From an optimization exercise on the open Yosys and OpenROAD flow, aimed at small area; shortcuts taken in it are not production practice.
The RTL was checked by simulation tests, not by an equivalence proof against the original design.
Power and IR drop assume default switching activity.

[flow/design.v]
module wb_stage_regfile #(
    parameter int XLEN  = 32,
    parameter int NREGS = 32
) (
    input  logic                CLK,
    input  logic                rst_n,
    input  logic [31:0]         PC_O,
    input  logic                Reg_Wr_En_O,
    input  logic [4:0]          mem_wb_rd,
    input  logic [XLEN-1:0]     result_O,
    input  logic [1:0]          Src_to_Reg_O,
    input  logic [XLEN-1:0]     DMEM_O,
    input  logic                wb_valid,
    input  logic [4:0]          rs1_addr,
    input  logic [4:0]          rs2_addr,
    output logic [XLEN-1:0]     rs1_data,
    output logic [XLEN-1:0]     rs2_data,
    output logic [XLEN-1:0]     wb_data,
    output logic [4:0]          wb_rd,
    output logic                wb_we,
    output logic [63:0]         instret
);
    logic [XLEN-1:0] regs [NREGS];
    logic [XLEN-1:0] sel_data;
    logic            eff_we;
    logic [63:0]     instret_q;
    always_comb begin
        sel_data = '0;
        case (Src_to_Reg_O)
            2'b00:   sel_data = result_O;
            2'b01:   sel_data = DMEM_O;
            2'b10:   sel_data = PC_O + 32'd4;
            default: sel_data = '0;
        endcase
    end
    always_comb begin
        eff_we = rst_n & Reg_Wr_En_O & wb_valid & (mem_wb_rd != 5'd0);
    end
    assign wb_data = sel_data;
    assign wb_we   = eff_we;
    assign wb_rd   = mem_wb_rd;
    assign instret = instret_q;
    always_ff @(posedge CLK or negedge rst_n) begin
        if (!rst_n) begin
            for (int i = 0; i < NREGS; i++) begin
                regs[i] <= '0;
            end
        end else if (eff_we) begin
            regs[mem_wb_rd] <= sel_data;
        end
    end
    always_ff @(posedge CLK or negedge rst_n) begin
        if (!rst_n) begin
            instret_q <= '0;
        end else if (wb_valid) begin
            instret_q <= instret_q + 64'd1;
        end
    end
    always_comb begin
        rs1_data = '0;
        rs2_data = '0;
        if (rs1_addr != 5'd0) begin
            rs1_data = regs[rs1_addr];
        end
        if (rs2_addr != 5'd0) begin
            rs2_data = regs[rs2_addr];
        end
    end
endmodule
[flow/run.sh]
#!/bin/bash
# synth_recipe.tcl (not shown) runs the flow's synth.tcl, then flattens the netlist and writes it again
# the make line also repeats each setting of config.mk as NAME=value (left out here)
make -C /OpenROAD-flow-scripts/flow DESIGN_CONFIG=/design/flow/config.mk WORK_HOME=/design/flow/orfs CLKGATE_MAP_FILE= SYNTH_SCRIPT=/design/flow/synth_recipe.tcl finish
[flow/config.mk]
export PLATFORM = sky130hd
export DESIGN_NAME = wb_stage_regfile
export DESIGN_NICKNAME = wb_stage_regfile
export VERILOG_FILES = /design/flow/design.v
export SDC_FILE = /design/flow/constraint.sdc
export NUM_CORES = 4
export LEC_CHECK = 0
export CAP_MARGIN = 20
export CORE_MARGIN = 2
export CORE_UTILIZATION = 30
export PLACE_DENSITY = 0.5
export SETUP_SLACK_MARGIN = 0.3
export SLEW_MARGIN = 20
[flow/constraint.sdc]
create_clock -name core_clock -period 6.0 [get_ports {CLK}]
set_input_delay 1.2000 -clock core_clock [delete_from_list [all_inputs] [get_ports {CLK}]]
set_output_delay 1.2000 -clock core_clock [all_outputs]
set_load 0.01 [all_outputs]
==> results of run 1 <==
==> worst max-delay path by stage <==
stage	startpoint	depth (start not counted)	to	slack, ns
2_1_floorplan	PC_O[10]	9	wb_data[31]	1.49
3_3_place_gp	rs2_addr[3]	9	rs2_data[24]	0.07
3_5_place_dp	rs2_addr[3]	9	rs2_data[24]	0.03
4_1_cts	rs1_addr[4]	11	rs1_data[7]	0.30
5_1_grt	rs2_addr[4]	10	rs2_data[24]	0.30
6_report	rs1_addr[0]	10	rs1_data[30]	0.21
==> power by group <==
group	leakage [nW]	internal, mW	switching [mW]	total [mW]
Combinational	10.9	0.819	1.46	2.28
Clock	2.00	4.44	3.30	7.74
Sequential	14.3	7.79	0.795	8.58
==> Yosys cell counts (all sizes together), types with 22 or more instances <==
cell type | count | area (sq um)
and3 | 32 | 200
dfrtp | 1056 | 26400
a21oi | 526 | 2750
nor4 | 22 | 165
a221oi | 89 | 797
clkbuf | 423 | 1590
nand3 | 123 | 616
xnor2 | 49 | 429
or3 | 24 | 150
nand2 | 768 | 2880
a22oi | 706 | 5300
nor3 | 68 | 403
xor2 | 40 | 350
a22o | 90 | 788
and4 | 24 | 210
inv | 45 | 169
o21ai | 564 | 2820
mux2i | 35 | 350
buf | 108 | 543
nor2 | 614 | 2300
a222oi | 31 | 310
nand4 | 119 | 784
==> registers in the layout, summed over array words and instances (netlist names) <==
| signal | flops |
|---|---|
| regs | 992 |
| instret_q | 64 |
==> area by class of cell <==
type                       count  share of cell area, %
multi-input combinational   4070                   37.1
tap                         2233                   4.38
antenna                       12                 0.0471
timing repair buffer         671                   10.3
clock buffer                 173                   5.45
clock inverter                50                  0.944
sequential                  1056                   41.5
inverter                      46                  0.271
==> kinds of logic (layout without fill, tap and decap cells) <==
logic type                 after synthesis  after routing
AOI/OAI and AO/OA                     2055           2055
and+or+nand+nor                       1883           1883
DFF                                   1056           1056
buffers and inverters                  577            940
xor gates and xnor gates                89             89
muxes                                   41             41
adders and majority gates                2              2
other                                    0             12
==> worst max-delay path, delay by kind of cell <==
kind / cells / cell delay [ns]
simple gates: 4 / 1.66
buf+inv: 4 / 1.37
compound gates: 2 / 0.29
==> what timing repair did <==
item                                    CTS  global route
pin swaps                                 5             3
gates resized for setup                   3            11
endpoints found under the setup margin   29            36
setup buffers                            13             6
==> through the flow <==
step | util, % | instance area (sq um)
finish | 37.3 | 63700
global route | 37.3 | 63700
floorplan | - | 51500
detailed placement | 34.7 | 59400
CTS | 37.2 | 63600
global placement | 34.7 | 59300
==> metal layers <==
layer / track usage (%) / share of wire, % / vias to the layer above / wire length (um)
met4: 23.2 / 8.1 / 8 / 25100
met1: 44.5 / 38 / 26200 / 119000
met2: 50.9 / 42 / 4089 / 130000
met3: 9.47 / 12 / 1209 / 35800
met5: 0 / 0.019 / - / 60
li1: - / - / 21300 / -
==> out/results.ini, run 1 <==
[status]
status = no timing/DRC/antenna violations

[setup_path]
r2r-end = instret_q[26]$_DFFE_PN0P_
slowest_stage = nor2b_1
ff2ff_path_depth = 7
path_cells = clkdlybuf4s50_1 -> buf_12 -> nor2b_1 -> a22oi_1 -> nor3_1 -> a21oi_1 -> and3_1 -> nand4_1 -> buf_12 -> clkdlybuf4s50_1
reg2reg_from = instret_q[0]$_DFFE_PN0P_
worstPathMaxFanout = 16
worstSetupEndpointType = output port
crit_arrival_ns = 4.59
r2r_slack_ns = 3.39
cp.required_ns = 4.80
max_stage_delay_ns = 0.94
worstSetupPathType = in2out
start_kind = primary input

[drt]
via_count = 52700
wire_per_inst_um = 37.3
dr.pass1.iters = 9
drt_iter0_drc = 8903
wl_mm = 310
drtAntennaViolNets = 0
viasPerCell = 6.34
drc_errors = 0

[timing]
holdWs_ns = 0.324
max_freq_mhz = 173
timing.slew.headroom_pct = 17.6
period_minus_slack_ns = 5.79
setup_violations = 0
fin_ws_ns = 0.214
hold_violations = 0
skew_ns = 0.00980
grt_setup_unrepaired = true
slew_violations = 0
finalSetupTns_ns = 0
post-route-period-util_pct = 96.4
tightest_slew_ns = 1.23

[yosys]
synth-edff-count = 0
synth_async_sr_flop_share_pct = 100
syn_area_sq_um = 51500
synth_warnings = 2
syn_inst = 5703
synth.distinct_cells = 69
ys_seq_area_share_pct = 51.3
synth_xor_area_share_pct = 1.51
synth-adder-area-share_pct = 0.0486
yosys.area_share.simple_pct = 16.2
synth_flop_cell = dfrtp_1
avgSynthCellArea_sq_um = 9.03
synth.area.mux_share_pct = 0.819
synth-seq-cells = 1056
synth-compound-area-share_pct = 25.6
syn-num-nets = 5822
synth_top_family_by_area = compound AO/OA/AOI/OAI gates

[cts]
clock_path_buffers = 3
ctsHoldBuffers = 0
cts_buffers = 119
clkSlewWorstSetupHoldPaths_ns = 0.06
cts_max_level = 3
cts.sinks = 1056
clockRootBuffer = clkbuf_16
cts_tree = done
clk_latency_ns = 0.79

[power]
ir_worst_vdd_mv = 0.231
p_total_mw = 18.6
p_leak_nw = 27.2
powerDensity_nw_per_um2 = 292

[final_layout]
area_growth_pct = 23.8
drive_gt1_share_pct = 13.4
regArea_sq_um = 26400
fill_cells = 17400
mostFrequentLayoutCell = dfrtp_1
multi_input_area_sq_um = 23600
stdcell_count = 8311
final_cell_mix = 1056 x dfrtp_1, 747 x nand2_1, 703 x a22oi_1
final_nets = 6083

[global_route]
grt_pass1_wl_mm = 421
grt_util_all_layers_pct = 34.7
grt_max_degree = 159
antenna_found_initial = 13
grt_pass1_vias = 49200
grt_overflow = 0

[placed_design]
dp_hpwl_mm = 203
dp_slack_ns = 0.0343
portBuffers = 282
dp_cells = 8057
routabilityCongestion = 1.00

[floorplanning]
dieArea_sq_um = 175000
core_region_area_sq_um = 171000
std_cell_rows = 152
fp.dieH_um = 418
die_x_um = 418
start_util_pct = 30.1
pin_count = 283

[min_path]
hold_path.class = in2async

[flow_run]
maxCapViolations = 0

==> run 2: changes to the inputs <==
==> flow/design.v (replaced) <==
module rf_hold (
    input  logic        en,
    input  logic        en_n,
    input  logic [31:0] w,
    input  logic [31:0] q,
    output logic [31:0] d
);
    assign d = ({32{en}} & w) | ({32{en_n}} & q);
endmodule
module rf_aoi222 (
    input  logic [2:0] a,
    input  logic [2:0] b,
    output logic       y
);
    assign y = ~|(a & b);
endmodule
module rf_rd_bit (
    input  logic [30:0] sel,
    input  logic [30:0] q,
    output logic        y
);
    logic [10:0] n;
    for (genvar k = 0; k < 10; k++) begin : g_aoi
        rf_aoi222 u_aoi (.a(sel[3*k+2:3*k]), .b(q[3*k+2:3*k]), .y(n[k]));
    end
    assign n[10] = ~(sel[30] & q[30]);
    assign y = ~&n;
endmodule
module wb_stage_regfile (
    input  logic                CLK,
    input  logic                rst_n,
    input  logic [31:0]         PC_O,
    input  logic                Reg_Wr_En_O,
    input  logic [4:0]          mem_wb_rd,
    input  logic [31:0]         result_O,
    input  logic [1:0]          Src_to_Reg_O,
    input  logic [31:0]         DMEM_O,
    input  logic                wb_valid,
    input  logic [4:0]          rs1_addr,
    input  logic [4:0]          rs2_addr,
    output logic [31:0]         rs1_data,
    output logic [31:0]         rs2_data,
    output logic [31:0]         wb_data,
    output logic [4:0]          wb_rd,
    output logic                wb_we,
    output logic [63:0]         instret
);
    logic [31:0] regs [1:31];
    logic [31:0] regs_d [1:31];
    logic [31:1] vld;
    logic [31:0] sel_data;
    logic        eff_we;
    logic [63:0] instret_q;
    logic [31:1] row_we, row_we_n, sel1, sel2;
    always_comb begin
        case (Src_to_Reg_O)
            2'b00:   sel_data = result_O;
            2'b01:   sel_data = DMEM_O;
            2'b10:   sel_data = PC_O + 32'd4;
            default: sel_data = '0;
        endcase
    end
    assign eff_we  = rst_n & Reg_Wr_En_O & wb_valid & (mem_wb_rd != 5'd0);
    assign wb_data = sel_data;
    assign wb_we   = eff_we;
    assign wb_rd   = mem_wb_rd;
    assign instret = instret_q;
    always_comb
        for (int i = 1; i < 32; i++) begin
            row_we[i]   = eff_we && mem_wb_rd == i[4:0];
            row_we_n[i] = ~row_we[i];
            sel1[i]     = vld[i] && rs1_addr == i[4:0];
            sel2[i]     = vld[i] && rs2_addr == i[4:0];
        end
    for (genvar i = 1; i < 32; i++) begin : g_row
        rf_hold u_hold (.en(row_we[i]), .en_n(row_we_n[i]), .w(sel_data), .q(regs[i]), .d(regs_d[i]));
    end
    always_ff @(posedge CLK) begin
        for (int i = 1; i < 32; i++) regs[i] <= regs_d[i];
    end
    always_ff @(posedge CLK or negedge rst_n) begin
        if (!rst_n) vld <= '0;
        else        vld <= vld | row_we;
    end
    always_ff @(posedge CLK or negedge rst_n) begin
        if (!rst_n)        instret_q <= '0;
        else if (wb_valid) instret_q <= instret_q + 64'd1;
    end
    for (genvar b = 0; b < 32; b++) begin : g_bit
        logic [30:0] col;
        for (genvar i = 1; i < 32; i++) begin : g_col
            assign col[i-1] = regs[i][b];
        end
        rf_rd_bit u_rd1 (.sel(sel1), .q(col), .y(rs1_data[b]));
        rf_rd_bit u_rd2 (.sel(sel2), .q(col), .y(rs2_data[b]));
    end
endmodule
==> flow/flow/run.sh (new file) <==
#!/bin/bash
# Own flow: the standard layout, with smaller port buffers and a clock tree
# built from mid-size buffers without dummy loads. make's output goes to
# standard.log; ORFS keeps each step's log under orfs/logs.
bash standard.sh finish \
  BUFFER_PORTS_ARGS="-buffer_cell sky130_fd_sc_hd__buf_1" \
  CTS_ARGS="-sink_clustering_enable -repair_clock_nets -dont_use_dummy_load -buf_list sky130_fd_sc_hd__clkbuf_8 -sink_clustering_size 16 -sink_clustering_max_diameter 50" \
  > standard.log 2>&1
==> flow/standard.sh (new file) <==
#!/bin/bash
# synth_recipe.tcl (not shown) runs the flow's synth.tcl, then flattens the netlist and writes it again
# the make line also repeats each setting of config.mk as NAME=value (left out here)
make -C /OpenROAD-flow-scripts/flow DESIGN_CONFIG=/design/flow/config.mk WORK_HOME=/design/flow/orfs CLKGATE_MAP_FILE= SYNTH_SCRIPT=/design/flow/synth_recipe.tcl "${@:-finish}"
--- a/flow/config.mk
+++ b/flow/config.mk
@@ -11,3 +11,4 @@
 export PLACE_DENSITY = 0.5
 export SETUP_SLACK_MARGIN = 0.3
 export SLEW_MARGIN = 20
+export SYNTH_HIERARCHICAL = 1
removed: flow/run.sh
==> run 2 against run 1 <==
Effect of this change:
- routed wire length is 32% lower
- clock power shrank 44%
- still clean on timing, DRC and antenna
- critical endpoint is now rs2_data[9]
- highest routed layer unchanged
- utilization decreased by 4.0 points
- setup slack better by 0.17 ns
==> out/results.ini, run 2 <==
[status]
status = no timing/DRC/antenna violations

[cts]
cts_buffers = 118  ; -0.84%
ctsHoldBuffers = 0  ; unchanged
cts.sinks = 1087  ; +2.9%
clkSlewWorstSetupHoldPaths_ns = 0.07  ; about the same
clk_latency_ns = 0.83  ; +0.04 ns
clock_path_buffers = 3  ; unchanged
cts_tree = done
cts_resized = 0  ; -3
clockRootBuffer = clkbuf_8
post_cts_buffers = 0  ; -13
cts_max_level = 3  ; unchanged

[timing]
max_freq_mhz = 178  ; +3.0%
finalSetupTns_ns = 0  ; unchanged
skew_ns = 0.0442  ; +0.0344 ns
hold_violations = 0  ; unchanged
timing.slew.headroom_pct = 17.7  ; +0.065 points
fin_ws_ns = 0.384  ; +0.170 ns
tightest_slew_ns = 1.23  ; +0.00338 ns
slew_violations = 0  ; unchanged
post-route-period-util_pct = 93.6  ; -2.8 points
setup_violations = 0  ; unchanged
period_minus_slack_ns = 5.62  ; -0.170 ns
grt_setup_unrepaired = false

[placed_design]
portBuffers = 282  ; unchanged
dp_hpwl_mm = 131  ; -35%
routabilityCongestion = 0.916  ; -8.7%
placed_area_sq_um = 48100  ; -19%
dp_slack_ns = 0.543  ; +0.508 ns
dp_cells = 5958  ; -26%

[floorplanning]
dieArea_sq_um = 153000  ; -13%
std_cell_rows = 142  ; -6.6%
start_util_pct = 30.1  ; about the same
die_x_um = 391  ; -6.5%
core_region_area_sq_um = 149000  ; -13%
pin_count = 283  ; unchanged
fp.dieH_um = 391  ; -6.5%

[drt]
drtAntennaViolNets = 0  ; unchanged
drc_errors = 0  ; unchanged
wire_per_inst_um = 34.6  ; -7.2%
wl_mm = 211  ; -32%
drt_iter0_drc = 8801  ; -1.1%
via_count = 41700  ; -21%
viasPerCell = 6.85  ; +8.0%
dr.pass1.iters = 12  ; +3

[final_layout]
design_area_sq_um = 49700  ; -22%
mostFrequentLayoutCell = dfxtp_1
regMostFlops = regs
fill_cells = 14900  ; -14%
area_growth_pct = 10.6
stdcell_count = 6082  ; -27%
final_nets = 4253  ; -30%
final_cell_mix = 992 x dfxtp_1, 930 x a22o_1, 640 x a222oi_1
reg.largest.list = regs: 992 flops, instret_q: 64 flops, vld: 31 flops
drive_gt1_share_pct = 11.4  ; -2.0 points
largest_reg_flops = 992  ; unchanged

[power]
p_sw_share_pct = 27.2  ; -2.7 points
switching_power_mw = 3.72  ; -33%
cellInternalPower_mw = 9.94  ; -24%
ir_worst_vdd_mv = 0.149  ; -35%
clkPwrFrac_pct = 31.6  ; -10 points
combPwrFrac_pct = 8.4  ; -3.9 points
seqPwrFrac_pct = 60.0  ; +14 points
p_leak_nw = 19.2  ; -29%
powerDensity_nw_per_um2 = 275  ; -5.9%
p_total_mw = 13.7  ; -27%

[global_route]
grt_overflow = 0  ; unchanged
antenna_found_initial = 14  ; +1
grt_max_degree = 60  ; -62%
grt_util_all_layers_pct = 26.2  ; -8.5 points
grt_pass1_wl_mm = 295  ; -30%
grt_pass1_vias = 39700  ; -19%

[yosys]
synth.distinct_cells = 48  ; -30%
synth_warnings = 10  ; +8
syn_inst = 3775  ; -34%
syn_area_sq_um = 45000  ; -13%
yosysTopAreaCellShare_pct = 44.2  ; -7.2 points
synth-seq-cells = 1087  ; +2.9%
syn-num-nets = 3894  ; -33%
synth_flop_cell = dfxtp_1
synth_top_area_cell = dfxtp_1
synth_common_cells = 992 x dfxtp_1, 930 x a22o_1, 640 x a222oi_1
synth_area_leaders = dfxtp_1 44%, a22o_1 18%, a222oi_1 14%, dfrtp_1 5.3%, buf_6 4.7%
avgSynthCellArea_sq_um = 11.9  ; +32%
ys_seq_area_share_pct = 49.5  ; -1.9 points
synth-edff-count = 0  ; unchanged
synth_most_common_cell = dfxtp_1
synth_async_sr_flop_share_pct = 8.74  ; -91 points

[setup_path]
crit_arrival_ns = 4.42  ; -0.17 ns
worstSetupEndpointType = output port
reg2reg_from = instret_q[5]$_DFFE_PN0P_
start_kind = primary input
critPathLaunch = rs2_addr[0]
cp.required_ns = 4.80  ; about the same
worstPathMaxFanout = 32  ; +16
worstSetupPathType = in2out

[flow_run]
maxCapViolations = 0  ; unchanged

[min_path]
hold_path.class = in2async

## run 2: power groups by stage
stage / sequential (mW) / combinational (mW) / clock [mW]
2_1_floorplan: 8.20 / 0.673 / 0
3_3_place_gp: 8.33 / 1.11 / 0
3_5_place_dp: 8.33 / 1.13 / 0
4_1_cts: 8.18 / 1.13 / 4.38
5_1_grt: 8.25 / 1.22 / 4.64
6_report: 8.20 / 1.14 / 4.31
## run 2: per-stage QoR
step / hold slack (ns) / util, %
finish: 0.376 / 33.3
global route: 0.386 / 33.3
CTS: 0.344 / 33.3
detailed placement: 0.465 / 32.2
global placement: 0.460 / 32.2
floorplan: 0.440 / -
## run 2: cells by family after synthesis
kind of cell,synth area share (%)
multiplexers,0.404
flip-flops,49.5
buffers and inverters,5.28
adder cells (fa/ha/maj),0.0557
AND/OR/NAND/NOR,7.05
AO/OA/AOI/OAI,36.0
XOR/XNOR,1.77
## run 2: Yosys stat by module, one instance, submodules excluded
module,area [sq um],copies in the design,cells
rf_aoi222,10.0,640,1
rf_hold,350,31,38
rf_rd_bit,27.5,64,4
wb_stage_regfile,25900,1,1701
## run 2: path summary, 6_finish.rpt
kind,endpoint,slack (ns),cells after the start
setup reg to reg,instret_q[56]$_DFFE_PN0P_,3.62,5
hold / removal,instret_q[12]$_DFFE_PN0P_,0.38,1
hold reg to reg,instret_q[63]$_DFFE_PN0P_,0.48,1
max in group asynchronous,vld[22]$_DFF_PN0_,4.39,2
setup / recovery,rs2_data[9],0.38,9
min in group core_clock,instret_q[63]$_DFFE_PN0P_,0.48,1
## run 2: critical path, cell delays in order
cell and delay, ns:
buf_1 0.14, nor2b_1 0.69, nor2b_1 0.37, and3_2 0.90, a222oi_1 0.29, buf_4 0.20
nand4_1 0.20, a2111o_1 0.24, buf_1 0.19
## run 2: layout make-up
type	instances	area [sq um]	share of cell area [%]
diodes	6	15.0	0.0302
clock buffers	118	1620	3.27
inverters	42	158	0.317
multi-input cells	2434	20800	41.8
flip-flops and latches	1087	22200	44.7
well taps	1944	2430	4.89
repair buffers	451	2480	4.99
## run 2: routing by layer
metal  global-route usage (%)  vias to the layer above  share of wire [%]
met5                   0.0957                        -              0.024
met3                     6.22                      597                 12
met1                     35.4                    20700                 40
met4                     14.6                        8                6.2
li1                         -                    17200                  -
met2                     38.1                     3141                 41
==> run 3: changes to the inputs <==
==> flow/run.sh (new file) <==
#!/bin/bash
# synth_recipe.tcl (not shown) runs the flow's synth.tcl, then flattens the netlist and writes it again
# the make line also repeats each setting of config.mk as NAME=value (left out here)
make -C /OpenROAD-flow-scripts/flow DESIGN_CONFIG=/design/flow/config.mk WORK_HOME=/design/flow/orfs CLKGATE_MAP_FILE= SYNTH_SCRIPT=/design/flow/synth_recipe.tcl finish
removed: flow/flow/run.sh
removed: flow/standard.sh
==> run 3 against run 2 <==
Effect of this change:
- final cell count up 2.5%
- sequential power about the same
- sequential share of layout area down 4.0 points
- still clean on timing, DRC and antenna
- highest routed layer unchanged
- largest power group unchanged
- routed wire length down 0.56%
- critical path type unchanged
- sequential cell count unchanged
==> out/results.ini, run 3 <==
[yosys]
synth.distinct_cells = 48  ; unchanged
synth_area_leaders = dfxtp_1 44%, a22o_1 18%, a222oi_1 14%, dfrtp_1 5.3%, buf_6 4.7%
avgSynthCellArea_sq_um = 11.9  ; unchanged
syn_inst = 3775  ; unchanged
synth-edff-count = 0  ; unchanged
syn_area_sq_um = 45000  ; unchanged
synth_top_area_cell = dfxtp_1
synth_most_common_cell = dfxtp_1
ys_seq_area_share_pct = 49.5  ; unchanged
syn-num-nets = 3894  ; unchanged
synth_common_cells = 992 x dfxtp_1, 930 x a22o_1, 640 x a222oi_1
yosysTopAreaCellShare_pct = 44.2  ; unchanged
synth_async_sr_flop_share_pct = 8.74  ; unchanged
synth_warnings = 10  ; unchanged
synth_flop_cell = dfxtp_1
synth-seq-cells = 1087  ; unchanged

[cts]
cts_tree = done
clock_path_buffers = 3  ; unchanged
ctsHoldBuffers = 0  ; unchanged
clk_latency_ns = 0.72  ; -0.11 ns
cts_max_level = 3  ; unchanged
clockRootBuffer = clkbuf_16
cts.sinks = 1087  ; unchanged
cts_buffers = 112  ; -5.1%
clkSlewWorstSetupHoldPaths_ns = 0.05  ; -0.02 ns

[setup_path]
slowest_stage = a2111o_1
crit_arrival_ns = 4.54  ; +0.12 ns
ff2ff_path_depth = 5  ; unchanged
max_stage_delay_ns = 0.64  ; -0.26 ns
cp.required_ns = 4.80  ; about the same
path_cells = clkdlybuf4s50_1 -> nor2b_1 -> nor2b_1 -> and3_2 -> buf_12 -> a222oi_1 -> nand4_1 -> a2111o_1 -> clkdlybuf4s50_1
worstSetupEndpointType = output port
start_kind = primary input
worstPathMaxFanout = 32  ; unchanged
worstSetupPathType = in2out

[drt]
wl_met3_mm = 24.8  ; -0.54%
dr.pass1.iters = 15  ; +3
wire_per_inst_um = 33.6  ; -3.0%
top_layer_used = met5
via_count = 42000  ; +0.76%
drt_iter0_drc = 8819  ; +0.20%
drc_errors = 0  ; unchanged
drtAntennaViolNets = 0  ; unchanged
wl_mm = 209  ; -0.56%
viasPerCell = 6.73  ; -1.7%
wl_met1_mm = 85.3  ; +0.13%
wl_met2_mm = 87.3  ; about the same

[min_path]
holdPathStages = 1
hold_path.class = reg2reg

[global_route]
grt_pass1_vias = 40200  ; +1.3%
grt_pass1_wl_mm = 297  ; +0.61%
grt_util_all_layers_pct = 26.1  ; -0.087 points
antenna_found_initial = 7  ; -7
grt_overflow = 0  ; unchanged
grt_max_degree = 55  ; -8.3%

[floorplanning]
pin_count = 283  ; unchanged
core_region_area_sq_um = 149000  ; unchanged
start_util_pct = 30.1  ; unchanged
std_cell_rows = 142  ; unchanged
dieArea_sq_um = 153000  ; unchanged
die_x_um = 391  ; unchanged
fp.dieH_um = 391  ; unchanged

[timing]
hold_violations = 0  ; unchanged
setup_violations = 0  ; unchanged
post-route-period-util_pct = 95.6  ; +2.0 points
finalSetupTns_ns = 0  ; unchanged
tightest_slew_ns = 1.04  ; -0.199 ns
slew_violations = 0  ; unchanged
skew_ns = 0.0161  ; -0.0280 ns
max_freq_mhz = 174  ; -2.1%
timing.slew.headroom_pct = 30.8  ; +13 points
grt_setup_unrepaired = false
fin_ws_ns = 0.262  ; -0.122 ns
period_minus_slack_ns = 5.74  ; +0.122 ns
holdWs_ns = 0.474  ; +0.0983 ns

[flow_run]
maxCapViolations = 0  ; unchanged

[final_layout]
fill_cells = 14600  ; -2.5%
stdcell_count = 6235  ; +2.5%
drive_gt1_share_pct = 14.0  ; +2.6 points
final_nets = 4316  ; +1.5%
final_cell_mix = 992 x dfxtp_1, 930 x a22o_1, 640 x a222oi_1
mostFrequentLayoutCell = dfxtp_1
multi_input_area_sq_um = 20800  ; +0.27%
regMostFlops = regs
regArea_sq_um = 22200  ; unchanged
area_growth_pct = 21.6
largest_reg_flops = 992  ; unchanged
reg.largest.list = regs: 992 flops, instret_q: 64 flops, vld: 31 flops

[placed_design]
routabilityCongestion = 0.878  ; -4.2%
portBuffers = 282  ; unchanged
dp_cells = 6027  ; +1.2%
dp_slack_ns = 0.170  ; -0.373 ns
dp_hpwl_mm = 131  ; -0.15%

[status]
status = no timing/DRC/antenna violations

[power]
ir_worst_vdd_mv = 0.259  ; +73%
p_leak_nw = 21.4  ; +11%
powerDensity_nw_per_um2 = 306  ; +11%

[run 3: cell counts after synthesis]
No cell type changed its count.
[run 3: cells by family (layout without fill, tap and decap cells)]
| kind of cell | Yosys count | after routing | share of synthesized area (%) |
|---|---|---|---|
| xor+xnor | 91 | 91 | 1.77 |
| flops | 1087 | 1087 | 49.5 |
| mux | 18 | 18 | 0.404 |
| other cells | 0 | 3 | 0 |
| compound gates | 1744 | 1744 | 36.0 |
| fa+ha+maj | 2 | 2 | 0.0557 |
| simple gates | 579 | 579 | 7.05 |
| buf+inv | 254 | 767 | 5.28 |
[run 3: power by group]
group | internal, mW | leakage, nW | switching, mW
Combinational | 0.601 | 10.2 | 0.682
Clock | 4.10 | 1.85 | 3.13
Sequential | 7.75 | 9.34 | 0.445
[run 3: worst paths after layout]
| kind | end | start | slack [ns] |
|---|---|---|---|
| min in group asynchronous | instret_q[0]$_DFFE_PN0P_ | rst_n | 0.49 |
| max in group asynchronous | instret_q[16]$_DFFE_PN0P_ | rst_n | 4.33 |
| min | instret_q[63]$_DFFE_PN0P_ | instret_q[63]$_DFFE_PN0P_ | 0.47 |
| max reg2reg | instret_q[56]$_DFFE_PN0P_ | instret_q[5]$_DFFE_PN0P_ | 3.68 |
| min reg2reg | instret_q[63]$_DFFE_PN0P_ | instret_q[63]$_DFFE_PN0P_ | 0.47 |
| max | rs2_data[10] | rs2_addr[0] | 0.26 |
[run 3: worst max-delay path, delay by kind of cell]
family	cells	cell delay, ns
AO/OA/AOI/OAI	2	1.09
buffers and inverters	3	1.15
AND/OR/NAND/NOR	4	1.04
[run 3: Yosys stat by module (local to each module, per instance)]
module	flops+latches	copies in the design
rf_aoi222	0	640
rf_hold	0	31
rf_rd_bit	0	64
wb_stage_regfile	1087	1
[run 3: per-stage QoR]
step	power (mW)	instance area (sq um)	utilization, %
6_report	16.7	54700	36.6
5_1_grt	17.2	54700	36.6
4_1_cts	16.7	54600	36.6
3_5_place_dp	9.58	50800	34.1
3_3_place_gp	9.56	50800	34.1
2_1_floorplan	8.87	45000	-
[run 3: layer usage]
metal / vias to the layer above / global-route usage [%]
met3: 505 / 6.34
met4: 6 / 13.2
li1: 17500 / -
met5: - / 0
met1: 20800 / 36.0
met2: 3146 / 37.7
[run 3: area by class of cell]
type                       count  share of cell area (%)
sequential                  1087                    40.7
timing repair buffer         520                    9.57
clock buffer                 170                    6.19
antenna                        3                  0.0137
multi-input combinational   2434                    38.1
tap                         1944                    4.45
inverter                      42                   0.288
clock inverter                35                   0.671
[run 3: repair_timing]
action	4_1_cts	5_1_grt
pin swaps	5	12
endpoints found under the setup margin	40	62
resized for setup	9	17
buffers inserted	0	0
==> run 4: changes to the inputs <==
--- a/flow/design.v
+++ b/flow/design.v
@@ -1,11 +1,11 @@
 module rf_hold (
-    input  logic        en,
-    input  logic        en_n,
-    input  logic [31:0] w,
-    input  logic [31:0] q,
-    output logic [31:0] d
+    input  logic en,
+    input  logic en_n,
+    input  logic w,
+    input  logic q,
+    output logic d
 );
-    assign d = ({32{en}} & w) | ({32{en_n}} & q);
+    assign d = (en & w) | (en_n & q);
 endmodule
 module rf_aoi222 (
     input  logic [2:0] a,
@@ -73,7 +73,9 @@
             sel2[i]     = vld[i] && rs2_addr == i[4:0];
         end
     for (genvar i = 1; i < 32; i++) begin : g_row
-        rf_hold u_hold (.en(row_we[i]), .en_n(row_we_n[i]), .w(sel_data), .q(regs[i]), .d(regs_d[i]));
+        for (genvar b = 0; b < 32; b++) begin : g_bit
+            rf_hold u_hold (.en(row_we[i]), .en_n(row_we_n[i]), .w(sel_data[b]), .q(regs[i][b]), .d(regs_d[i][b]));
+        end
     end
     always_ff @(posedge CLK) begin
         for (int i = 1; i < 32; i++) regs[i] <= regs_d[i];
==> flow/flow/run.sh (new file) <==
#!/bin/bash
# Own flow: the standard layout, with smaller port buffers and a clock tree
# built from mid-size buffers without dummy loads. make's output goes to
# standard.log; ORFS keeps each step's log under orfs/logs.
bash standard.sh finish \
  BUFFER_PORTS_ARGS="-buffer_cell sky130_fd_sc_hd__buf_1" \
  CTS_ARGS="-sink_clustering_enable -repair_clock_nets -dont_use_dummy_load -buf_list {sky130_fd_sc_hd__clkbuf_4 sky130_fd_sc_hd__clkbuf_8} -sink_clustering_size 18 -sink_clustering_max_diameter 60" \
  > standard.log 2>&1
==> flow/standard.sh (new file) <==
#!/bin/bash
# synth_recipe.tcl (not shown) runs the flow's synth.tcl, then flattens the netlist and writes it again
# the make line also repeats each setting of config.mk as NAME=value (left out here)
make -C /OpenROAD-flow-scripts/flow DESIGN_CONFIG=/design/flow/config.mk WORK_HOME=/design/flow/orfs CLKGATE_MAP_FILE= SYNTH_SCRIPT=/design/flow/synth_recipe.tcl "${@:-finish}"
removed: flow/run.sh
==> run 4 against run 3 <==
Effect of this change:
- first-iteration DRC count is 13% higher
- final cell count is 4.0% lower
- clock power is 44% lower
- die area is 4.6% lower
- largest cell class unchanged
- largest power group unchanged
==> out/results.ini, run 4 <==
[setup_path]
worstSetupPathType = in2out
cp.required_ns = 4.80  ; about the same
reg2reg_from = instret_q[2]$_DFFE_PN0P_
r2r_slack_ns = 3.40  ; -0.28 ns
start_kind = primary input
ff2ff_path_depth = 5  ; unchanged
worstSetupEndpointType = output port
r2r-end = instret_q[63]$_DFFE_PN0P_
worstPathMaxFanout = 32  ; unchanged
crit_arrival_ns = 4.51  ; -0.03 ns

[drt]
via_count = 42200  ; +0.47%
wire_per_inst_um = 38.6  ; +15%
drtAntennaViolNets = 0  ; unchanged
drt_iter0_drc = 9956  ; +13%
dr.pass1.iters = 14  ; -1
drc_errors = 0  ; unchanged
wl_mm = 231  ; +10%
viasPerCell = 7.04  ; +4.6%

[yosys]
synth-seq-cells = 1087  ; unchanged
yosysTopAreaCellShare_pct = 46.3  ; +2.2 points
synth_async_sr_flop_share_pct = 8.74  ; unchanged
synth_top_area_cell = dfxtp_1
syn_area_sq_um = 42900  ; -4.7%
synth_area_leaders = dfxtp_1 46%, a22o_1 20%, a222oi_1 15%, dfrtp_1 5.5%, nand4_1 2.3%
syn_inst = 3578  ; -5.2%
synth-edff-count = 0  ; unchanged
synth_warnings = 10  ; unchanged
syn-num-nets = 3697  ; -5.1%
synth_flop_cell = dfxtp_1
synth_common_cells = 992 x a22o_1, 992 x dfxtp_1, 640 x a222oi_1
avgSynthCellArea_sq_um = 12.0  ; +0.57%
ys_seq_area_share_pct = 51.9  ; +2.4 points
synth.distinct_cells = 40  ; -17%

[power]
powerDensity_nw_per_um2 = 274  ; -10%
p_leak_nw = 19.1  ; -11%
p_total_mw = 13.6  ; -19%
ir_worst_vdd_mv = 0.179  ; -31%

[global_route]
use_met3_pct = 8.93  ; +2.6 points
grt_pass1_wl_mm = 317  ; +6.8%
grt_overflow = 0  ; unchanged
grt_max_degree = 64  ; +16%
antenna_found_initial = 23  ; +16
grtUsageMet2_pct = 44.0  ; +6.3 points
grt_util_all_layers_pct = 30.1  ; +4.0 points
grtUsageMet1_pct = 39.7  ; +3.8 points
top_usage_layer = met2
grt_pass1_vias = 39200  ; -2.6%

[final_layout]
regMostFlops = regs
final_cell_mix = 992 x a22o_1, 992 x dfxtp_1, 640 x a222oi_1
multi_input_area_sq_um = 21000  ; +0.67%
reg.largest.list = regs: 992 flops, instret_q: 64 flops, vld: 31 flops
final_nets = 4213  ; -2.4%
largest_reg_flops = 992  ; unchanged
regArea_sq_um = 22200  ; unchanged
area_growth_pct = 15.6
drive_gt1_share_pct = 9.68  ; -4.3 points
fill_cells = 14200  ; -2.8%

[timing]
max_freq_mhz = 175  ; +0.42%
setup_violations = 0  ; unchanged
finalSetupTns_ns = 0  ; unchanged
skew_ns = 0.0433  ; +0.0272 ns
hold_violations = 0  ; unchanged
timing.slew.headroom_pct = 19.9  ; -11 points
slew_violations = 0  ; unchanged
tightest_slew_ns = 1.20  ; +0.166 ns
grt_setup_unrepaired = true
post-route-period-util_pct = 95.2  ; -0.40 points
period_minus_slack_ns = 5.71  ; -0.0243 ns

[status]
status = no timing/DRC/antenna violations

[min_path]
hold_path.class = in2async

[placed_design]
dp_hpwl_mm = 144  ; +9.9%
portBuffers = 282  ; unchanged
routabilityCongestion = 1.00  ; +14%

[floorplanning]
std_cell_rows = 138  ; -2.8%
dieArea_sq_um = 146000  ; -4.6%
start_util_pct = 30.3  ; +0.14 points
die_x_um = 382  ; -2.3%
pin_count = 283  ; unchanged
fp.dieH_um = 382  ; -2.3%
core_region_area_sq_um = 142000  ; -5.1%

[cts]
clk_latency_ns = 0.83  ; +0.11 ns
clkSlewWorstSetupHoldPaths_ns = 0.11  ; +0.06 ns
clock_path_buffers = 3  ; unchanged
cts_max_level = 3  ; unchanged
cts.sinks = 1087  ; unchanged
clockRootBuffer = clkbuf_8
ctsHoldBuffers = 0  ; unchanged
cts_tree = done
cts_buffers = 103  ; -8.0%

[flow_run]
maxCapViolations = 0  ; unchanged

[run 4: layer usage]
metal | wire (um) | vias up
met5 | 469 | -
met4 | 13900 | 22
met3 | 29500 | 655
met2 | 96500 | 3304
met1 | 90600 | 21000
li1 | - | 17200
[run 4: power breakdown]
| group | switching [mW] | total, mW | internal, mW |
|---|---|---|---|
| logic | 0.778 | 1.27 | 0.492 |
| registers | 0.462 | 8.20 | 7.74 |
| clock network | 2.56 | 4.08 | 1.52 |
[run 4: area by class of cell]
cell class	count	area share [%]
Timing Repair Buffer	434	4.76
Inverter	41	0.311
Tap cell	1890	4.77
Multi-Input combinational cell	2427	42.4
Clock buffer	103	2.86
Antenna cell	6	0.0303
Sequential cell	1087	44.9
[run 4: cell families after synthesis]
| group | Yosys count | synth area share, % |
|---|---|---|
| flip-flops | 1087 | 51.9 |
| adder cells (fa/ha/maj) | 2 | 0.0584 |
| AND/OR/NAND/NOR | 572 | 7.42 |
| XOR/XNOR | 91 | 1.86 |
| AO/OA/AOI/OAI | 1729 | 37.4 |
| buffers and inverters | 64 | 0.616 |
| multiplexers | 33 | 0.774 |
[run 4: modules after synthesis, one instance, submodules excluded]
module / cells inside / flip-flops and latches / copies in the design
rf_aoi222: 1 / 0 / 640
rf_rd_bit: 4 / 0 / 64
wb_stage_regfile: 1690 / 1087 / 1
rf_hold: 1 / 0 / 992
[run 4: timing repair]
| action | CTS | global route |
|---|---|---|
| endpoints found under the setup margin | 0 | 2 |
| resized for setup | 0 | 1 |
| setup buffers | 0 | 0 |
[run 4: worst max path at each step]
| stage | from | end | slack, ns |
|---|---|---|---|
| 2_1_floorplan | rs1_addr[4] | rs1_data[0] | 0.44 |
| 3_3_place_gp | rs1_addr[1] | rs1_data[2] | 0.53 |
| 3_5_place_dp | rs2_addr[0] | rs2_data[2] | 0.52 |
| 4_1_cts | rs2_addr[0] | rs2_data[2] | 0.51 |
| 5_1_grt | rs1_addr[1] | rs1_data[23] | 0.28 |
| 6_report | rs2_addr[0] | rs2_data[2] | 0.29 |
[run 4: metrics by stage]
stage	setup slack (ns)	hold slack (ns)	area (sq um)	utilization (%)	std cells
6_report	0.286	0.368	49500	35.0	5988
3_5_place_dp	0.517	0.462	48100	34.0	5879
3_3_place_gp	0.532	0.461	48100	34.0	5879
2_1_floorplan	0.437	0.440	42900	-	3578
5_1_grt	0.283	0.380	49500	35.0	5986
4_1_cts	0.513	0.322	49500	35.0	5982
[run 4: worst max-delay path, stage by stage]
cell and delay [ns]:
buf_1 0.44, nor2_1 0.24, and3_2 0.67, a222oi_1 0.81
nand4_1 0.44, a2111o_1 0.51, buf_1 0.18
==> run 5: changes to the inputs <==
==> flow/flow/run.sh (replaced) <==
#!/bin/bash
# Own flow: the standard layout, with smaller port buffers and a clock tree
# built from mid-size buffers without dummy loads. make's output goes to
# standard.log; ORFS keeps each step's log under orfs/logs.
bash standard.sh finish \
  BUFFER_PORTS_ARGS="-buffer_cell sky130_fd_sc_hd__buf_1" \
  CTS_ARGS="-sink_clustering_enable -repair_clock_nets -dont_use_dummy_load -buf_list sky130_fd_sc_hd__clkbuf_4 -sink_clustering_size 10 -sink_clustering_max_diameter 40" \
  > standard.log 2>&1
--- a/flow/config.mk
+++ b/flow/config.mk
@@ -8,6 +8,7 @@
 export CAP_MARGIN = 20
 export CORE_MARGIN = 2
 export CORE_UTILIZATION = 30
+export GPL_TIMING_DRIVEN = 0
 export PLACE_DENSITY = 0.5
 export SETUP_SLACK_MARGIN = 0.3
 export SLEW_MARGIN = 20
==> run 5 against run 4 <==
Effect of this change:
- still clean
- register-to-register slack worse by 0.15 ns
- sequential share of layout area is 2.2 points lower
- clock-buffer cell count is 74 higher
- global-route usage is 1.1 points lower
- area after synthesis stayed put
- critical endpoint is now rs1_data[15]
- highest routed layer unchanged
==> out/results.ini, run 5 <==
[status]
status = no timing/DRC/antenna violations

[setup_path]
worstSetupEndpointType = output port
worstSetupPathType = in2out
cp.required_ns = 4.80  ; about the same
ff2ff_path_depth = 5  ; unchanged
path_cells = clkbuf_2 -> clkbuf_2 -> nor3b_1 -> and3_2 -> buf_12 -> a222oi_1 -> nand4_1 -> a2111o_1 -> buf_1
worstPathMaxFanout = 20  ; -38%
start_kind = primary input
max_stage_delay_ns = 0.68  ; -0.13 ns
cp_common_cell = clkbuf_2
slowest_stage = a2111o_1
crit_arrival_ns = 4.49  ; -0.02 ns

[yosys]
syn_area_sq_um = 42900  ; unchanged
synth-compound-area-share_pct = 37.4  ; unchanged
synth.area.mux_share_pct = 0.774  ; unchanged
synth_xor_area_share_pct = 1.86  ; unchanged
synth_warnings = 10  ; unchanged
yosysTopAreaCellShare_pct = 46.3  ; unchanged
synth-seq-cells = 1087  ; unchanged
synth-adder-area-share_pct = 0.0584  ; unchanged
ys_seq_area_share_pct = 51.9  ; unchanged
synth_common_cells = 992 x a22o_1, 992 x dfxtp_1, 640 x a222oi_1
synth_top_area_cell = dfxtp_1
avgSynthCellArea_sq_um = 12.0  ; unchanged
syn-num-nets = 3697  ; unchanged
synth-edff-count = 0  ; unchanged
yosys.area_share.simple_pct = 7.42  ; unchanged
synth.distinct_cells = 40  ; unchanged
synth_area_leaders = dfxtp_1 46%, a22o_1 20%, a222oi_1 15%, dfrtp_1 5.5%, nand4_1 2.3%
synth_async_sr_flop_share_pct = 8.74  ; unchanged
synth_flop_cell = dfxtp_1
synth_top_family_by_area = compound AO/OA/AOI/OAI gates
syn_inst = 3578  ; unchanged

[timing]
grt_setup_unrepaired = false
max_freq_mhz = 176  ; +0.39%
period_minus_slack_ns = 5.69  ; -0.0220 ns
fin_ws_ns = 0.308  ; +0.0220 ns
timing.slew.headroom_pct = 37.3  ; +17 points
hold_violations = 0  ; unchanged
slew_violations = 0  ; unchanged
tightest_slew_ns = 0.933  ; -0.268 ns
post-route-period-util_pct = 94.9  ; -0.37 points
setup_violations = 0  ; unchanged
skew_ns = 0.0955  ; +0.0522 ns

[final_layout]
final_cell_mix = 992 x a22o_1, 992 x dfxtp_1, 640 x a222oi_1
area_growth_pct = 21.6
utilization_pct = 36.8  ; +1.8 points
drive_gt1_share_pct = 12.8  ; +3.1 points
reg.largest.list = regs: 992 flops, instret_q: 64 flops, vld: 31 flops
largest_reg_flops = 992  ; unchanged
fill_cells = 13900  ; -1.8%
final_nets = 4330  ; +2.8%
design_area_sq_um = 52100  ; +5.2%
regMostFlops = regs

[floorplanning]
start_util_pct = 30.3  ; unchanged
core_region_area_sq_um = 142000  ; unchanged
pin_count = 283  ; unchanged
die_x_um = 382  ; unchanged
std_cell_rows = 138  ; unchanged
fp.dieH_um = 382  ; unchanged
dieArea_sq_um = 146000  ; unchanged

[global_route]
grt_util_all_layers_pct = 29.0  ; -1.1 points
grt_pass1_vias = 39900  ; +2.0%
grt_pass1_wl_mm = 307  ; -3.0%
antenna_found_initial = 14  ; -39%
grt_overflow = 0  ; unchanged
grt_max_degree = 35  ; -45%

[placed_design]
dp_slack_ns = 0.279  ; -0.238 ns
dp_hpwl_mm = 153  ; +6.1%
placed_area_sq_um = 50700  ; +5.5%
routabilityCongestion = 0.977  ; -2.3%
portBuffers = 279  ; -1.1%

[power]
powerDensity_nw_per_um2 = 259  ; -5.4%
p_leak_nw = 20.1  ; +5.2%
ir_worst_vdd_mv = 0.192  ; +7.2%
p_total_mw = 13.5  ; -0.42%

[drt]
via_count = 42200  ; -0.0095%
drtAntennaViolNets = 0  ; unchanged
drt_iter0_drc = 8822  ; -11%
wl_mm = 221  ; -4.2%
drc_errors = 0  ; unchanged
wire_per_inst_um = 36.2  ; -6.1%
viasPerCell = 6.90  ; -2.0%
dr.pass1.iters = 11  ; -3

[flow_run]
maxCapViolations = 0  ; unchanged

[cts]
cts_max_level = 4  ; +1
post_cts_buffers = 0  ; unchanged
cts.sinks = 1087  ; unchanged
clkSlewWorstSetupHoldPaths_ns = 0.06  ; -0.05 ns
cts_tree = done
clock_path_buffers = 3  ; unchanged
clk_latency_ns = 1.25  ; +0.42 ns
clockRootBuffer = clkbuf_4
cts_buffers = 177  ; +72%

[min_path]
hold_path.class = in2reg
holdPathStages = 2

## run 5: changes by cell type in the layout (fill, tap and decap cells not counted), moves of 5 or more
cell / previous run / this run
clkbuf_2: 1 / 12
clkbuf_1: 0 / 5
inv_2: 0 / 31
buf_4: 140 / 18
buf_16: 0 / 77
clkbuf_4: 2 / 177
inv_1: 41 / 10
buf_12: 12 / 79
clkbuf_8: 103 / 0
## run 5: final timing paths
check | slack, ns | start | to
hold reg to reg | 0.47 | instret_q[63]$_DFFE_PN0P_ | instret_q[63]$_DFFE_PN0P_
setup reg to reg | 3.25 | instret_q[27]$_DFFE_PN0P_ | instret_q[63]$_DFFE_PN0P_
max in group asynchronous | 4.52 | rst_n | vld[27]$_DFF_PN0_
min in group asynchronous | 0.53 | rst_n | instret_q[10]$_DFFE_PN0P_
hold / removal | 0.33 | wb_valid | instret_q[0]$_DFFE_PN0P_
setup / recovery | 0.31 | rs1_addr[1] | rs1_data[15]
## run 5: routing by layer
layer	track usage (%)	part of all wire (%)	vias up
li1	-	-	17500
met1	38.2	39	21000
met2	42.0	42	3097
met3	8.66	13	562
met4	16.6	5.9	16
met5	0	0.050	-
## run 5: stage by stage
stage | cells | TNS, ns | hold slack (ns)
3_3_place_gp | 5747 | -4529.48 | 0.456
6_report | 6109 | 0 | 0.329
2_1_floorplan | 3578 | 0 | 0.440
4_1_cts | 6099 | 0 | 0.191
5_1_grt | 6105 | 0 | 0.230
3_5_place_dp | 5921 | 0 | 0.457
## run 5: repair_timing
action                     in CTS  in global routing
pin swaps                       1                  2
hold endpoints to repair       23                  0
resized for setup               1                  6
setup endpoints to repair       2                  7
hold buffers                    1                  0
## run 5: cell families (layout without fill, tap and decap cells)
kind of cell             Yosys count  after routing
AO/OA/AOI/OAI                   1729           1729
flip-flops                      1087           1087
AND/OR/NAND/NOR                  572            572
XOR/XNOR                          91             91
buffers and inverters             64            695
multiplexers                      33             33
adder cells (fa/ha/maj)            2              2
other                              0             10
## run 5: area by class of cell
class / instances / area (sq um) / share of cell area [%]
timing repair buffer: 454 / 4900 / 9.41
sequential: 1087 / 22200 / 42.7
clock buffer: 177 / 1330 / 2.55
tap: 1890 / 2360 / 4.54
antenna: 10 / 25.0 / 0.0480
inverter: 41 / 154 / 0.295
buffer: 23 / 121 / 0.233
multi-input combinational: 2427 / 21000 / 40.3
## run 5: worst max-delay path: cells and delay by family
kind / cells / cell delay (ns)
AOI/OAI and AO/OA: 2 / 1.11
buffers and inverters: 4 / 0.98
and+or+nand+nor: 3 / 1.17
## run 5: where the power goes
| part | leakage (nW) | internal (mW) | switching [mW] |
|---|---|---|---|
| combinational | 9.99 | 0.581 | 0.762 |
| sequential | 9.34 | 7.74 | 0.420 |
| clock | 0.814 | 1.34 | 2.65 |
| total | 20.1 | 9.66 | 3.84 |
## run 5: modules after synthesis (local to each module, per instance)
module            cells  area [sq um]  times used
rf_rd_bit             4          27.5          64
rf_hold               1          8.76         992
rf_aoi222             1          10.0         640
wb_stage_regfile   1690         26000           1
==> run 6: changes to the inputs <==
--- a/flow/config.mk
+++ b/flow/config.mk
@@ -8,8 +8,7 @@
 export CAP_MARGIN = 20
 export CORE_MARGIN = 2
 export CORE_UTILIZATION = 30
-export GPL_TIMING_DRIVEN = 0
 export PLACE_DENSITY = 0.5
-export SETUP_SLACK_MARGIN = 0.3
+export SETUP_SLACK_MARGIN = 0.05
 export SLEW_MARGIN = 20
 export SYNTH_HIERARCHICAL = 1
==> run 6 against run 5 <==
Effect of this change:
- sequential power increased by 0.5%
- highest routed layer unchanged
- setup slack got worse by 0.12 ns
- clock skew decreased by 0.016 ns
- non-clock buffer count decreased by 42
- maximum frequency decreased by 2.1%
- clock power decreased by 2%
- final cell count decreased by 0.72%
- routed wire length increased by 4.8%
- die area unchanged
- sequential share of layout area increased by 2.3 points
- area after synthesis unchanged
- critical path type unchanged
- largest power group unchanged
- synthesized cell count unchanged
==> out/results.ini, run 6 <==
[status]
status = no timing/DRC/antenna violations

[setup_path]
worstPathMaxFanout = 19  ; -5.0%
crit_arrival_ns = 4.61  ; +0.12 ns
max_stage_delay_ns = 0.69  ; about the same
slowest_stage = nand4_1
worstSetupPathType = in2out
path_cells = buf_1 -> nor2b_1 -> and3_2 -> buf_4 -> a222oi_1 -> nand4_1 -> a2111o_1 -> buf_1
cp.required_ns = 4.80  ; about the same
start_kind = primary input
cp_common_cell = buf_1
worstSetupEndpointType = output port

[cts]
cts.sinks = 1087  ; unchanged
cts_resized = 0  ; -1
cts_buffers = 171  ; -3.4%
cts_tree = done
clkSlewWorstSetupHoldPaths_ns = 0.06  ; about the same
clockRootBuffer = clkbuf_4
clock_path_buffers = 3  ; unchanged
clk_latency_ns = 1.23  ; -0.02 ns
cts_max_level = 4  ; unchanged

[placed_design]
dp_hpwl_mm = 144  ; -5.8%
portBuffers = 282  ; +1.1%
dp_cells = 5879  ; -0.71%
placed_area_sq_um = 48100  ; -5.2%
dp_slack_ns = 0.517  ; +0.238 ns
routabilityCongestion = 1.00  ; +2.4%

[timing]
hold_violations = 0  ; unchanged
skew_ns = 0.0800  ; -0.0156 ns
setup_violations = 0  ; unchanged
fin_ws_ns = 0.187  ; -0.121 ns
period_minus_slack_ns = 5.81  ; +0.121 ns
post-route-period-util_pct = 96.9  ; +2.0 points
slew_violations = 0  ; unchanged
grt_setup_unrepaired = false
timing.slew.headroom_pct = 20.9  ; -16 points
tightest_slew_ns = 1.19  ; +0.252 ns
max_freq_mhz = 172  ; -2.1%
finalSetupTns_ns = 0  ; unchanged

[global_route]
grt_overflow = 0  ; unchanged
grt_pass1_wl_mm = 318  ; +3.5%
antenna_found_initial = 25  ; +11
grt_util_all_layers_pct = 30.3  ; +1.3 points
grt_max_degree = 64  ; +83%
grt_pass1_vias = 39700  ; -0.61%

[yosys]
synth-compound-area-share_pct = 37.4  ; unchanged
synth.distinct_cells = 40  ; unchanged
syn_area_sq_um = 42900  ; unchanged
synth_xor_area_share_pct = 1.86  ; unchanged
synth_warnings = 10  ; unchanged
ys_seq_area_share_pct = 51.9  ; unchanged
synth.area.mux_share_pct = 0.774  ; unchanged
synth_async_sr_flop_share_pct = 8.74  ; unchanged
synth_top_area_cell = dfxtp_1
synth_top_family_by_area = compound AO/OA/AOI/OAI gates
syn_inst = 3578  ; unchanged
synth-edff-count = 0  ; unchanged
synth_area_leaders = dfxtp_1 46%, a22o_1 20%, a222oi_1 15%, dfrtp_1 5.5%, nand4_1 2.3%
synth_flop_cell = dfxtp_1
synth-adder-area-share_pct = 0.0584  ; unchanged
synth-seq-cells = 1087  ; unchanged
yosys.area_share.simple_pct = 7.42  ; unchanged
avgSynthCellArea_sq_um = 12.0  ; unchanged
syn-num-nets = 3697  ; unchanged
yosysTopAreaCellShare_pct = 46.3  ; unchanged
synth_common_cells = 992 x a22o_1, 992 x dfxtp_1, 640 x a222oi_1

[floorplanning]
std_cell_rows = 138  ; unchanged
core_region_area_sq_um = 142000  ; unchanged
fp.dieH_um = 382  ; unchanged
start_util_pct = 30.3  ; unchanged
dieArea_sq_um = 146000  ; unchanged
die_x_um = 382  ; unchanged
pin_count = 283  ; unchanged

[power]
p_leak_nw = 19.2  ; -4.7%
p_sw_share_pct = 28.9  ; +0.50 points
clkPwrFrac_pct = 29.4  ; -0.2 points
ir_worst_vdd_mv = 0.214  ; +12%
seqPwrFrac_pct = 61.2  ; +0.8 points
p_total_mw = 13.4  ; -0.66%
cellInternalPower_mw = 9.53  ; -1.4%
combPwrFrac_pct = 9.5  ; -0.4 points
powerDensity_nw_per_um2 = 271  ; +4.7%
switching_power_mw = 3.88  ; +1.1%

[drt]
top_layer_used = met5
wl_met3_mm = 31.3  ; +11%
viasPerCell = 7.02  ; +1.6%
wire_per_inst_um = 38.2  ; +5.6%
dr.pass1.iters = 15  ; +4
wl_met2_mm = 95.9  ; +3.6%
drtAntennaViolNets = 0  ; unchanged
drc_errors = 0  ; unchanged
wl_mm = 232  ; +4.8%
drt_iter0_drc = 9736  ; +10%
via_count = 42600  ; +0.92%
wl_met1_mm = 89.5  ; +2.5%

[final_layout]
drive_gt1_share_pct = 11.2  ; -1.7 points
reg.largest.list = regs: 992 flops, instret_q: 64 flops, vld: 31 flops
stdcell_count = 6065  ; -0.72%
final_cell_mix = 992 x a22o_1, 992 x dfxtp_1, 640 x a222oi_1
fill_cells = 14200  ; +2.0%
final_nets = 4282  ; -1.1%
largest_reg_flops = 992  ; unchanged
regMostFlops = regs
design_area_sq_um = 49400  ; -5.2%
area_growth_pct = 15.3

[flow_run]
maxCapViolations = 0  ; unchanged

[min_path]
hold_path.class = reg2reg

[run 6: cell counts after synthesis]
No cell type changed its count.
[run 6: logic make-up after synthesis]
logic type      Yosys count
xor+xnor                 91
buf+inv                  64
simple gates            572
mux                      33
fa+ha+maj                 2
compound gates         1729
flops                  1087
[run 6: power by group through the flow]
stage | clock (mW) | combinational, mW | sequential (mW)
floorplan | 0 | 0.673 | 8.21
global placement | 0 | 1.24 | 8.34
detailed placement | 0 | 1.26 | 8.33
CTS | 4.00 | 1.26 | 8.18
global route | 4.27 | 1.34 | 8.26
finish | 3.94 | 1.27 | 8.20
[run 6: layout make-up]
class / count / area (sq um) / share of cell area [%]
multi-input cells: 2427 / 21000 / 42.4
clock buffers: 171 / 1280 / 2.60
diodes: 14 / 35.0 / 0.0709
well taps: 1890 / 2360 / 4.79
inverters: 41 / 154 / 0.311
repair buffers: 435 / 2370 / 4.79
flip-flops and latches: 1087 / 22200 / 45.0
[run 6: path summary, 6_finish.rpt]
check,startpoint,endpoint,slack [ns],depth (start not counted)
hold / removal,instret_q[63]$_DFFE_PN0P_,instret_q[63]$_DFFE_PN0P_,0.48,1
hold reg to reg,instret_q[63]$_DFFE_PN0P_,instret_q[63]$_DFFE_PN0P_,0.48,1
min in group asynchronous,rst_n,vld[14]$_DFF_PN0_,0.62,2
max in group asynchronous,rst_n,instret_q[53]$_DFFE_PN0P_,4.11,3
setup reg to reg,instret_q[2]$_DFFE_PN0P_,instret_q[63]$_DFFE_PN0P_,3.37,5
setup / recovery,rs2_addr[0],rs2_data[17],0.19,8
[run 6: Yosys stat by module, one instance, submodules excluded]
module / copies in the design / cells inside / flip-flops and latches
rf_hold: 992 / 1 / 0
wb_stage_regfile: 1 / 1690 / 1087
rf_rd_bit: 64 / 4 / 0
rf_aoi222: 640 / 1 / 0
[run 6: per-layer routing]
metal / track usage, % / up-vias
li1: - / 17400
met2: 43.6 / 3454
met4: 17.4 / 22
met1: 39.3 / 21000
met3: 10.5 / 686
met5: 0 / -
[run 6: what timing repair did]
action,CTS,global route
hold buffers,1,0
setup buffers,0,0
endpoints found under the hold margin,32,0
endpoints found under the setup margin,0,0
[run 6: metrics by stage]
stage | hold WS (ns) | util [%]
5_1_grt | 0.505 | 34.9
3_5_place_dp | 0.462 | 34.0
2_1_floorplan | 0.440 | -
6_report | 0.476 | 34.9
3_3_place_gp | 0.461 | 34.0
4_1_cts | 0.475 | 34.9
[run 6: critical path: cells and delay by family]
family,cells,cell delay [ns]
simple gates,3,1.45
compound gates,2,1.10
buf+inv,3,0.83
==> run 7: changes to the inputs <==
--- a/flow/config.mk
+++ b/flow/config.mk
@@ -9,6 +9,6 @@
 export CORE_MARGIN = 2
 export CORE_UTILIZATION = 30
 export PLACE_DENSITY = 0.5
-export SETUP_SLACK_MARGIN = 0.05
+export SETUP_SLACK_MARGIN = 0.3
 export SLEW_MARGIN = 20
 export SYNTH_HIERARCHICAL = 1
==> run 7 against run 6 <==
Effect of this change:
- final cell count about the same
- worst hold slack hardly changed
- clock power barely moved
- combinational power barely moved
- critical path depth decreased by 1
- highest routed layer unchanged
- largest cell class unchanged
==> out/results.ini, run 7 <==
[floorplanning]
pin_count = 283  ; unchanged
fp.dieH_um = 382  ; unchanged
core_region_area_sq_um = 142000  ; unchanged
start_util_pct = 30.3  ; unchanged
die_x_um = 382  ; unchanged
dieArea_sq_um = 146000  ; unchanged
std_cell_rows = 138  ; unchanged

[final_layout]
stdcell_count = 6063  ; -0.033%
regMostFlops = regs
reg.largest.list = regs: 992 flops, instret_q: 64 flops, vld: 31 flops
final_cell_mix = 992 x a22o_1, 992 x dfxtp_1, 640 x a222oi_1
final_nets = 4282  ; unchanged
drive_gt1_share_pct = 11.2  ; +0.024 points
area_growth_pct = 15.3  ; about the same
fill_cells = 14200  ; unchanged
largest_reg_flops = 992  ; unchanged

[timing]
setup_violations = 0  ; unchanged
post-route-period-util_pct = 94.8  ; -2.1 points
skew_ns = 0.0794  ; -0.000529 ns
finalSetupTns_ns = 0  ; unchanged
hold_violations = 0  ; unchanged
slew_violations = 0  ; unchanged
tightest_slew_ns = 1.20  ; +0.0157 ns
max_freq_mhz = 176  ; +2.2%
timing.slew.headroom_pct = 19.8  ; -1.0 points
fin_ws_ns = 0.314  ; +0.126 ns
period_minus_slack_ns = 5.69  ; -0.126 ns
grt_setup_unrepaired = false

[status]
status = no timing/DRC/antenna violations

[placed_design]
dp_slack_ns = 0.517  ; unchanged
portBuffers = 282  ; unchanged
dp_cells = 5879  ; unchanged
routabilityCongestion = 1.00  ; unchanged
dp_hpwl_mm = 144  ; unchanged

[power]
powerDensity_nw_per_um2 = 271  ; about the same
ir_worst_vdd_mv = 0.212  ; -0.85%
p_leak_nw = 19.2  ; about the same
p_total_mw = 13.4  ; about the same

[yosys]
synth_async_sr_flop_share_pct = 8.74  ; unchanged
synth_warnings = 10  ; unchanged
synth_common_cells = 992 x a22o_1, 992 x dfxtp_1, 640 x a222oi_1
synth_flop_cell = dfxtp_1
yosysTopAreaCellShare_pct = 46.3  ; unchanged
avgSynthCellArea_sq_um = 12.0  ; unchanged
synth_area_leaders = dfxtp_1 46%, a22o_1 20%, a222oi_1 15%, dfrtp_1 5.5%, nand4_1 2.3%
synth-edff-count = 0  ; unchanged
synth.distinct_cells = 40  ; unchanged
synth-seq-cells = 1087  ; unchanged
syn_inst = 3578  ; unchanged
syn_area_sq_um = 42900  ; unchanged
synth_top_area_cell = dfxtp_1
ys_seq_area_share_pct = 51.9  ; unchanged
syn-num-nets = 3697  ; unchanged

[setup_path]
crit_arrival_ns = 4.49  ; -0.12 ns
critical_path.endpoint = rs1_data[2]
worstSetupPathType = in2out
worstSetupEndpointType = output port
r2r-end = instret_q[63]$_DFFE_PN0P_
ff2ff_path_depth = 5  ; unchanged
start_kind = primary input
worstPathMaxFanout = 32  ; +13
cp.required_ns = 4.80  ; about the same
critPathLaunch = rs1_addr[1]
r2r_slack_ns = 3.36  ; about the same
reg2reg_from = instret_q[2]$_DFFE_PN0P_

[drt]
via_count = 42400  ; -0.36%
wl_mm = 232  ; about the same
viasPerCell = 6.99  ; -0.33%
wire_per_inst_um = 38.2  ; about the same
drc_errors = 0  ; unchanged
dr.pass1.iters = 15  ; unchanged
drt_iter0_drc = 9882  ; +1.5%
drtAntennaViolNets = 0  ; unchanged

[cts]
cts.sinks = 1087  ; unchanged
clkSlewWorstSetupHoldPaths_ns = 0.06  ; about the same
post_cts_buffers = 0  ; unchanged
clock_path_buffers = 3  ; unchanged
cts_buffers = 171  ; unchanged
cts_max_level = 4  ; unchanged
clk_latency_ns = 1.22  ; about the same
clockRootBuffer = clkbuf_4
cts_tree = done

[min_path]
holdCritStartpoint = instret_q[63]$_DFFE_PN0P_
hold_path.class = reg2reg

[global_route]
grt_overflow = 0  ; unchanged
grt_pass1_wl_mm = 318  ; unchanged
grt_max_degree = 64  ; unchanged
antenna_found_initial = 25  ; unchanged
grt_pass1_vias = 39700  ; unchanged
grt_util_all_layers_pct = 30.3  ; unchanged

[flow_run]
maxCapViolations = 0  ; unchanged

[run 7: cell types whose count changed in the layout (fill, tap and decap cells not counted)]
cell,previous run,this run
buf_1,279,278
clkbuf_2,1,2
diode_2,14,12
[run 7: how the worst min path moves through the flow]
| stage | endpoint | slack, ns | cells after the start |
|---|---|---|---|
| final | instret_q[63]$_DFFE_PN0P_ | 0.48 | 1 |
| after global routing | vld[31]$_DFF_PN0_ | 0.51 | 1 |
| after CTS | instret_q[63]$_DFFE_PN0P_ | 0.48 | 1 |
| after detailed placement | vld[6]$_DFF_PN0_ | 0.46 | 1 |
| after global placement | vld[31]$_DFF_PN0_ | 0.46 | 1 |
| after floorplan | vld[10]$_DFF_PN0_ | 0.44 | 1 |
[run 7: logic make-up (layout without fill, tap and decap cells)]
logic type	Yosys count	in the layout	share of synthesized area, %
DFF	1087	1087	51.9
AOI/OAI and AO/OA	1729	1729	37.4
xor gates and xnor gates	91	91	1.86
other	0	12	0
and+or+nand+nor	572	572	7.42
buffers and inverters	64	647	0.616
muxes	33	33	0.774
adders and majority gates	2	2	0.0584
[run 7: power breakdown]
part	switching, mW	internal [mW]
clock	2.64	1.30
sequential	0.462	7.74
combinational	0.777	0.493
total	3.88	9.53
[run 7: metal layers]
| metal | global-route usage (%) | wire length [um] | part of all wire [%] |
|---|---|---|---|
| met1 | 39.3 | 89600 | 39 |
| met2 | 43.6 | 95500 | 41 |
| met3 | 10.5 | 31200 | 13 |
| met4 | 17.4 | 15400 | 6.6 |
| met5 | 0 | 272 | 0.12 |
[run 7: repair_timing]
| action | CTS | global route |
|---|---|---|
| resized for setup | 0 | 1 |
| endpoints found under the hold margin | 32 | 0 |
| hold buffers | 1 | 0 |
| endpoints found under the setup margin | 0 | 2 |
[run 7: layout make-up]
type | instances | area, sq um | area share, %
timing repair buffer | 435 | 2370 | 4.80
tap | 1890 | 2360 | 4.79
antenna | 12 | 30.0 | 0.0608
inverter | 41 | 154 | 0.311
multi-input combinational | 2427 | 21000 | 42.4
sequential | 1087 | 22200 | 45.0
clock buffer | 171 | 1280 | 2.60
[run 7: stage by stage]
step           hold slack (ns)  util (%)  area [sq um]
6_report                 0.476      34.9         49400
5_1_grt                  0.505      34.9         49400
4_1_cts                  0.475      34.9         49400
3_5_place_dp             0.462      34.0         48100
3_3_place_gp             0.461      34.0         48100
2_1_floorplan            0.440         -         42900
[run 7: worst max-delay path, cell delays in order]
cell      delay, ns
buf_1          0.43
nor3b_1        0.20
and3_2         0.62
a222oi_1       0.85
nand4_1        0.47
a2111o_1       0.52
buf_1          0.17
[run 7: Yosys stat by module (local to each module, per instance)]
module | flops+latches | cells | cell area, sq um | times used
rf_hold | 0 | 1 | 8.76 | 992
wb_stage_regfile | 1087 | 1690 | 26000 | 1
rf_aoi222 | 0 | 1 | 10.0 | 640
rf_rd_bit | 0 | 4 | 27.5 | 64

==> what the ideal ports hide <==
In the flow no input, the clock included, has a driving cell. The finished layouts below were timed again as built, in two steps.
Step 1: set_driving_cell puts a clkbuf_16 on CLK and a buf_2 on each other input, an assumption about the parent block.
Step 2 adds t to the input delays and takes it off the output delays; t is the mean of the earliest and latest rising clock arrival at the registers after step 1. Input paths then give back, and output paths get back, about the clock's delay inside the block.
Slacks: no drivers / after step 1 / after step 2; pairs: no drivers / after step 1.
run | t, ns | slack for setup (ns) | worst setup path at the end | pins driven straight from the clock port
run 1 | 0.875 | 0.214 / 0.187 / 0.187 | input to output | 1
run 2 | 0.924 | 0.384 / 0.337 / 0.337 | input to output | 1
run 3 | 0.799 | 0.262 / 0.207 / 0.207 | input to output | 1
run 4 | 0.873 | 0.286 / 0.115 / 0.115 | input to output | 1
run 5 | 1.244 | 0.308 / 0.285 / 0.285 | input to output | 1
run 6 | 1.266 | 0.187 / 0.155 / 0.155 | input to output | 1
run 7 | 1.262 | 0.314 / 0.122 / 0.122 | input to output | 1
After both steps every run listed still meets setup and hold. The setup slack of run 7, which loses most, moves by -0.192 ns with the drivers and by -0.192 ns with both steps.
